This is an optimization exercise on Yosys and OpenROAD, whose aim is small area, a short achievable clock period and few clock cycles per item, not a production implementation.
Function was checked by simulation only, so behaviour that the tests miss may differ from the original.
No activity file was given, so power comes from the tool's default toggle rates.

## job 101
==> module lru_ctrl, before the edit <==
module lru_ctrl #(
  parameter  int KEY_SPACE  = lru_pkg::KEY_SPACE_DEF,
  parameter  int MAX_FRAMES = lru_pkg::MAX_FRAMES_DEF,
  localparam int KW         = $clog2(KEY_SPACE),
  localparam int CW         = $clog2(MAX_FRAMES + 1)
) (
  input  wire logic                      clk,
  input  wire logic                      rst_n,
  input  wire logic                      accept,
  input  wire logic [KW-1:0]             in_key,
  input  wire logic [$clog2(MAX_FRAMES)-1:0] limm1,
  output logic                           res_hit,
  output logic                           res_evicted,
  output logic [KW-1:0]                  res_evicted_key,
  output logic [CW-1:0]                  occupancy
);
  logic [KW-1:0]         list_r [MAX_FRAMES];
  logic [CW-1:0]         count_r;
  logic [MAX_FRAMES-1:0] vld;
  logic [MAX_FRAMES-1:0] match;
  logic [MAX_FRAMES-1:0] shift;
  logic                  hit;
  logic                  full;
  logic [KW-1:0]         tail_key;
  always_comb begin
    for (int i = 0; i < MAX_FRAMES; i++) begin
      vld[i]   = (count_r > CW'(i));
      match[i] = vld[i] && (list_r[i] == in_key);
    end
  end
  always_comb begin
    shift[0] = 1'b1;
    for (int i = 1; i < MAX_FRAMES; i++) begin
      shift[i] = shift[i-1] & ~match[i-1];
    end
  end
  assign hit  = |match;
  assign full = (count_r > CW'(limm1));
  always_comb begin
    tail_key = '0;
    for (int i = 0; i < MAX_FRAMES; i++) begin
      tail_key = tail_key | ({KW{count_r == CW'(i + 1)}} & list_r[i]);
    end
  end
  always_ff @(posedge clk) begin
    if (accept) begin
      list_r[0] <= in_key;
      for (int i = 1; i < MAX_FRAMES; i++) begin
        if (shift[i]) list_r[i] <= list_r[i-1];
      end
      res_hit         <= hit;
      res_evicted     <= ~hit & full;
      res_evicted_key <= {KW{~hit & full}} & tail_key;
    end
  end
  always_ff @(posedge clk) begin
    if (!rst_n) begin
      count_r <= '0;
    end else if (accept && !hit && !full) begin
      count_r <= CW'(count_r + 1'b1);
    end
  end
  assign occupancy = count_r;
endmodule
export LEC_CHECK = 0
export CAP_MARGIN = 20
export CORE_MARGIN = 2
export CORE_UTILIZATION = 40
export PLACE_DENSITY = 0.6
export SETUP_SLACK_MARGIN = 3
export SLEW_MARGIN = 20
create_clock -name core_clock -period 5.5 [get_ports {clk}]
standard.sh (not shown) runs the stock make flow with config.mk's settings and CLKGATE_MAP_FILE= SYNTH_SCRIPT=/design/flow/synth_recipe.tcl, a recipe that flattens the netlist after the stock synthesis.
==> flow/flow/run.sh <==
#!/bin/bash
# The standard layout (the standard.sh) with two changes to buffering:
# the port buffers ORFS inserts before global placement use a small plain
# buffer cell, and clock tree synthesis builds its tree from clkbuf_8 cells under
# a clkbuf_8 root, in clusters of up to 22 sinks and without dummy loads.
set -euo pipefail
export BUFFER_PORTS_ARGS="-buffer_cell sky130_fd_sc_hd__buf_1"
export CTS_ARGS="-sink_clustering_enable -repair_clock_nets -dont_use_dummy_load -sink_clustering_size 22 -sink_clustering_max_diameter 80 -buf_list sky130_fd_sc_hd__clkbuf_8 -root_buf sky130_fd_sc_hd__clkbuf_8"
bash standard.sh > standard_flow.log 2>&1
Testbench counts of job 101, summed over its fixed seeds: cycles 16,512, items 16,384.
Inputs modified between job 101 and job 102:
diff --git a/flow/design.v b/flow/design.v
--- a/flow/design.v
+++ b/flow/design.v
@@ -34,8 +34,13 @@
   logic                  full;
   logic [KW-1:0]         tail_key;
   always_comb begin
+    vld = '0;
+    for (int n = 1; n <= MAX_FRAMES; n++) begin
+      if (count_r == CW'(n)) vld = MAX_FRAMES'((1 << n) - 1);
+    end
+  end
+  always_comb begin
     for (int i = 0; i < MAX_FRAMES; i++) begin
-      vld[i]   = (count_r > CW'(i));
       match[i] = vld[i] && (list_r[i] == in_key);
     end
   end
@@ -46,7 +51,7 @@
     end
   end
   assign hit  = |match;
-  assign full = (count_r > CW'(limm1));
+  assign full = vld[limm1];
   always_comb begin
     tail_key = '0;
     for (int i = 0; i < MAX_FRAMES; i++) begin
Both conditions hold for job 102: the flow ran to the end and the final layout passed the timing, design-rule and antenna checks. From job 101 to job 102 the numbers moved as follows: area after synthesis shows a reduction of about 0.34%; maximum achievable frequency decreased 3.4%. Total power: job 102 and job 101 compared, lower one is job 101. In the tables for job 102 and job 101, fraction of area in clock buffers and inverters reads higher with job 101. Compared with job 101, in job 102 cell area +7.6%; hold slack +15 ps; total die area -about 0.32%.
Testbench counts of job 102, summed over its fixed seeds: cycles 16,512, items 16,384.

afterwards: timing with drivers on the ports:
How much do the figures lean on ideal ports? The routed layouts below were timed once more, with nothing changed but the port constraints.
Step 1: set_driving_cell puts a clkbuf_16 on clk and a buf_2 on each other input, an assumption about the parent block.
Step 2 moves the port delays by t, midway between the first and last clock arrival at a register: inputs arrive t later, outputs are due t later. That takes back most of the time a late clock gives input paths.
Three values: ideal, step 1, step 2; two values: the first two.
run | t, ns | slack for setup (ns) | clock arrival spread, ns | worst slew at a driven data input, ns
job 101 | 0.378 | 2.954 / 2.833 / 2.455 | 0.026 / 0.026 | 0.16
job 102 | 0.364 | 2.866 / 2.845 / 2.481 | 0.013 / 0.012 | 0.12
After both steps every run listed still meets setup and hold. For job 101, which loses most, drivers alone change the setup slack by -0.121 ns; drivers and shift together by -0.499 ns.
